This design comes from an exercise in tuning for small area, a short achievable clock period and few clock cycles per item on the open sky130 flow, not from production work.
RTL that was checked went through simulation tests only; none was proved equivalent to the original.

Design mul_pipe_unit, start of the top module:
module mul_pipe_unit #(
    parameter int XLEN   = 32,
    parameter int STAGES = 3,
    parameter int TAG_W  = 5
) (
    input  logic              CLK_0,
    input  logic              RST_0,
    input  logic              in_valid,
    output logic              in_ready,
    input  logic [1:0]        in_op,
    input  logic [XLEN-1:0]   in_a,
    input  logic [XLEN-1:0]   in_b,
    input  logic [TAG_W-1:0]  in_tag,
    output logic              out_valid,
    input  logic              out_ready,
    output logic [XLEN-1:0]   out_result,
    output logic [TAG_W-1:0]  out_tag
);
For scale: ~3300 cells after synthesis, about 180 flip-flops, ~110 I/O pins, roughly 30000 sq um of cells after synthesis.
Settings: LEC_CHECK=0, ABC_AREA=1, CAP_MARGIN=20, CORE_MARGIN=2, CORE_UTILIZATION=40, SLEW_MARGIN=20, SYNTH_HIERARCHICAL=1; clock period 10.0 ns.
standard.sh (not shown) runs the stock make flow with config.mk's settings and CLKGATE_MAP_FILE= SYNTH_SCRIPT=/design/flow/synth_recipe.tcl, a recipe that flattens the netlist after the stock synthesis.
==> flow/flow/run.sh <==
#!/bin/bash
# Own layout flow: the standard ORFS flow with the standard synthesis unchanged;
# the port buffers are plain sky130_fd_sc_hd__buf_2 cells and timing repair aims at the margin below.
# make's full output goes to flow_make.log here; ORFS's per-step logs are under orfs/logs/.
set -euo pipefail
bash standard.sh "BUFFER_PORTS_ARGS=-buffer_cell sky130_fd_sc_hd__buf_2" SETUP_SLACK_MARGIN=5.3 finish > flow_make.log 2>&1
The first run finished with timing, DRC and antenna clean.
Testbench counts at the start, summed over its fixed seeds: cycles 3,216, items 3,200.
Change:
==> flow/flow/run.sh (replaced) <==
#!/bin/bash
# Own layout flow: the standard ORFS flow with the standard synthesis unchanged;
# the port buffers are plain sky130_fd_sc_hd__buf_1 cells. make's full output
# goes to flow_make.log here; ORFS's per-step logs are under orfs/logs/.
set -euo pipefail
bash standard.sh "BUFFER_PORTS_ARGS=-buffer_cell sky130_fd_sc_hd__buf_1" SETUP_SLACK_MARGIN=5.2 finish > flow_make.log 2>&1
Result: The changed run ran to the end with no violations; via count rises by 0.56%; die area stays the same; wire length rises by 1.7%; global-route usage rises by 0.44 points.

* * *

## job 105
mul_pipe_unit, a different RTL version from the one above (not shown whole).
For scale: about 3300 cells after synthesis, ~180 flip-flops.
## mul_pipe_unit
module mul_pipe_unit #(
    parameter int XLEN   = 32,
    parameter int STAGES = 3,
    parameter int TAG_W  = 5
) (
    input  logic              CLK_0,
    input  logic              RST_0,
    input  logic              in_valid,
    output logic              in_ready,
    input  logic [1:0]        in_op,
    input  logic [XLEN-1:0]   in_a,
    input  logic [XLEN-1:0]   in_b,
    input  logic [TAG_W-1:0]  in_tag,
    output logic              out_valid,
    input  logic              out_ready,
    output logic [XLEN-1:0]   out_result,
    output logic [TAG_W-1:0]  out_tag
);
Settings: LEC_CHECK=0, ABC_AREA=1, CAP_MARGIN=20, CORE_MARGIN=2, CORE_UTILIZATION=40, SLEW_MARGIN=20, SYNTH_HIERARCHICAL=1; clock period 10.0 ns.
==> flow/flow/run.sh <==
#!/bin/bash
# Own layout flow: the standard ORFS flow with the standard synthesis unchanged;
# the port buffers are plain sky130_fd_sc_hd__buf_1 cells. make's full output
# goes to flow_make.log here; ORFS's per-step logs are under orfs/logs/.
set -euo pipefail
bash standard.sh "BUFFER_PORTS_ARGS=-buffer_cell sky130_fd_sc_hd__buf_1" SETUP_SLACK_MARGIN=5.3 finish > flow_make.log 2>&1
Job 105: flow completed, timing, DRC and antenna clean
Testbench counts of job 105, summed over its fixed seeds: cycles 3,216, items 3,200.
Inputs modified between job 105 and job 102:
==> flow/flow/run.sh <==
#!/bin/bash
# Own layout flow: the standard ORFS flow (standard synthesis unchanged), with
# port buffers of a plain buffer cell and timing repair aimed below the clock period.
set -euo pipefail
bash standard.sh "BUFFER_PORTS_ARGS=-buffer_cell sky130_fd_sc_hd__buf_2" SETUP_SLACK_MARGIN=5.5 finish > flow_make.log 2>&1
Results
- Achievable clock frequency across job 102 and job 105: no real change.
- Core utilization: job 102 higher than job 105
- Compared with job 105, in job 102 estimated wirelength of the detail-placed design flat, final worst slack has increased.
- Going from job 105 to job 102, routed wire length increased by 6.2% relative to the old numbers, cell count went up about 1.4%, count of TritonRoute iterations in the first routing pass rose 1.

* * *

run E:
mul_pipe_unit, a different RTL version from the one above (not shown whole).
Size in the first run: roughly 3000 cells after synthesis, about 170 flip-flops, roughly 110 I/O pins, ~29000 µm² of cells after synthesis.
clock: 10.0 ns
lec_check: 0
abc_area: 1
cap_margin: 20
core_margin: 2
core_utilization: 40
setup_slack_margin: 5
slew_margin: 20
synth_hierarchical: 1
run.sh (not shown) runs the stock make flow with config.mk's settings and CLKGATE_MAP_FILE= SYNTH_SCRIPT=/design/flow/synth_recipe.tcl, a recipe that flattens the netlist after the stock synthesis.
Stock flow here: none of the scripts above is used.
Input changes introduced in run C (baseline for comparison: run E):
- ABC_CLOCK_PERIOD_IN_PS newly set to 4500
- ABC_AREA removed (was 1)
Result for run C and run E: all clean
Side by side, count of unique library cells instantiated by Yosys turned out higher in run C than in run E.
Against run E, run C reports a number of combinational gates with multiple inputs that is lower.
Run C vs. run E: cell area went up by 2.7%.
[run C vs run E] mean post-synth cell area: higher in run C
Cells: run C has fewer instances than run E
Going from run E to run C, the share of the clock period used by the worst path was found to have gone up by 5.8 points.
No functional check of the RTL was part of any run of this note.

* * *

## the reference run
mul_pipe_unit with an RTL version that a note above also has.
For scale: roughly 3300 cells after synthesis, about 180 flip-flops, about 110 I/O pins.
Settings: LEC_CHECK=0, ABC_AREA=1, CAP_MARGIN=20, CORE_MARGIN=2, CORE_UTILIZATION=40, SLEW_MARGIN=20, SYNTH_HIERARCHICAL=1; clock period 10.0 ns.
standard.sh (not shown) runs the stock make flow with config.mk's settings and CLKGATE_MAP_FILE= SYNTH_SCRIPT=/design/flow/synth_recipe.tcl, a recipe that flattens the netlist after the stock synthesis.
==> flow/flow/run.sh <==
#!/bin/bash
# Own layout flow: the standard ORFS flow with the standard synthesis unchanged;
# the port buffers are plain sky130_fd_sc_hd__buf_2 cells and timing repair aims at the margin below.
# make's full output goes to flow_make.log here; ORFS's per-step logs are under orfs/logs/.
set -euo pipefail
bash standard.sh "BUFFER_PORTS_ARGS=-buffer_cell sky130_fd_sc_hd__buf_2" SETUP_SLACK_MARGIN=5.4 finish > flow_make.log 2>&1
The reference run | stages: all done | timing, DRC, antenna: all pass
Testbench counts of the reference run, summed over its fixed seeds: cycles 3,216, items 3,200.
Input changes introduced in the trial run (baseline for comparison: the reference run):
==> flow/flow/run.sh <==
#!/bin/bash
# Own layout flow: the standard ORFS flow with the standard synthesis unchanged;
# the port buffers are plain sky130_fd_sc_hd__buf_1 cells and timing repair aims at the margin below.
# make's full output goes to flow_make.log here; ORFS's per-step logs are under orfs/logs/.
set -euo pipefail
bash standard.sh "BUFFER_PORTS_ARGS=-buffer_cell sky130_fd_sc_hd__buf_1" SETUP_SLACK_MARGIN=5.4 finish > flow_make.log 2>&1
## What came out
Total setup buffers inserted after CTS was higher in the reference run than in the trial run. Sort the reference run and the trial run by via count of the first global-routing pass asc -> top: the reference run. Going from the reference run to the trial run, fraction of area in registers stayed essentially flat. Re clock-buffer cell count: no difference whatsoever between the trial run and the reference run.

* * *

build 35:
RTL: one of the versions met above, not the one the previous note started from.
Size: roughly 180 flip-flops, about 0.030 sq mm of cells after synthesis.
clock: 10.0 ns
lec_check: 0
abc_area: 1
cap_margin: 20
core_margin: 2
core_utilization: 40
setup_slack_margin: 5
slew_margin: 20
synth_hierarchical: 1
==> flow/flow/run.sh <==
#!/bin/bash
# Own layout flow: the standard ORFS flow with the standard synthesis unchanged;
# only the port buffers are plain sky130_fd_sc_hd__buf_1 cells. make's full output
# goes to flow_make.log here; ORFS's per-step logs are under orfs/logs/.
set -euo pipefail
bash standard.sh "BUFFER_PORTS_ARGS=-buffer_cell sky130_fd_sc_hd__buf_1" finish > flow_make.log 2>&1
Testbench counts of build 35, summed over its fixed seeds: cycles 3,216, items 3,200.
Relative to build 35, the following input files were edited for build 20:
- CORE_UTILIZATION: 40 -> 60
- PLACE_DENSITY: unset -> 0.75
==> flow/run.sh (new file) <==
#!/bin/bash
# synth_recipe.tcl (not shown) runs the flow's synth.tcl, then flattens the netlist and writes it again
# the make line also repeats each setting of config.mk as NAME=value (left out here)
make -C /OpenROAD-flow-scripts/flow DESIGN_CONFIG=/design/flow/config.mk WORK_HOME=/design/flow/orfs CLKGATE_MAP_FILE= SYNTH_SCRIPT=/design/flow/synth_recipe.tcl finish
removed: flow/flow/run.sh
removed: flow/standard.sh
[summary]
Routed wire in build 20 totals more than in build 35. What build 35 reported for die area has to be multiplied by 0.67 to get the figure for build 20. Build 20 gives more summed area of non-filler cells in the final layout than build 35 did.
The following lists how build 60 was set up differently from build 20:
- a deleted PLACE_DENSITY that had been 0.75
- a change of CORE_UTILIZATION from 60 to 40
- an added CTS_BUF_LIST of sky130_fd_sc_hd__clkbuf_4 sky130_fd_sc_hd__clkbuf_8
==> flow/flow/run.sh (new file) <==
#!/bin/bash
# Own layout flow: the standard ORFS flow with the standard synthesis unchanged;
# the port buffers are plain sky130_fd_sc_hd__buf_1 cells. make's full output
# goes to flow_make.log here; ORFS's per-step logs are under orfs/logs/.
set -euo pipefail
bash standard.sh "BUFFER_PORTS_ARGS=-buffer_cell sky130_fd_sc_hd__buf_1"  finish > flow_make.log 2>&1
==> flow/standard.sh (new file) <==
#!/bin/bash
# synth_recipe.tcl (not shown) runs the flow's synth.tcl, then flattens the netlist and writes it again
# the make line also repeats each setting of config.mk as NAME=value (left out here)
make -C /OpenROAD-flow-scripts/flow DESIGN_CONFIG=/design/flow/config.mk WORK_HOME=/design/flow/orfs CLKGATE_MAP_FILE= SYNTH_SCRIPT=/design/flow/synth_recipe.tcl "${@:-finish}"
removed: flow/run.sh
Notes after the runs:
- [build 60] effective utilization at floorplan fell 20 points relative to build 20
- Build 60 vs. build 20: worst slack on hold paths went up by 0.0057 ns.
- Summary: with build 20 as the reference, via count of the first global-routing pass in build 60 moved down by a little under 10%.
- When build 60 is set beside build 20, its placeable core region turns out to be about 50% larger.
- As far as sequential cell count goes, build 60 and build 20 are indistinguishable; the numbers are identical.

-- port drivers added, routing unchanged --
Ports are ideal in the flow. The routed layouts listed here were re-timed in OpenROAD. Step 1 sets driving cells, clkbuf_16 on the clock port and buf_2 on the other inputs (assumed; they add their load-dependent delay and slew). Step 2 times the ports against the registers' clock, not the clock port: input delays grow and output delays shrink by t, the midpoint of the rising clock arrivals with the driver on. Three values: ideal, step 1, step 2; two values: the first two.
run | t, ns | setup slack, ns | worst setup path at the end | clock arrival spread, ns | cell pins on the clock port's net
the first run of note 1 | 0.570 | 5.388 / 5.372 / 5.372 | input to output | 0.028 / 0.028 | 1
the second run of note 1 | 0.564 | 5.223 / 5.223 / 5.223 | register to register | 0.020 / 0.021 | 1
job 105 | 0.575 | 5.320 / 5.295 / 5.320 | register to register | 0.015 / 0.015 | 1
job 102 | 0.571 | 5.330 / 5.330 / 5.330 | register to register | 0.024 / 0.024 | 1
run E | 0.570 | 4.777 / 4.714 / 5.011 | register to register | 0.021 / 0.020 | 1
run C | 0.565 | 4.192 / 4.131 / 4.695 | register to output | 0.020 / 0.021 | 1
the reference run | 0.572 | 5.418 / 5.393 / 5.393 | input to output | 0.030 / 0.030 | 1
the trial run | 0.559 | 5.402 / 5.402 / 5.215 | input to register | 0.016 / 0.017 | 1
build 35 | 0.556 | 5.143 / 5.143 / 5.143 | register to register | 0.014 / 0.015 | 1
build 20 | 0.565 | 4.927 / 4.927 / 4.927 | register to register | 0.017 / 0.016 | 1
build 60 | 0.631 | 5.108 / 5.108 / 5.108 | register to register | 0.027 / 0.027 | 1
After both steps setup and hold are still met in every run listed. The setup slack of the trial run, which loses most, moves by 0.000 ns with the drivers and by -0.187 ns with both steps.
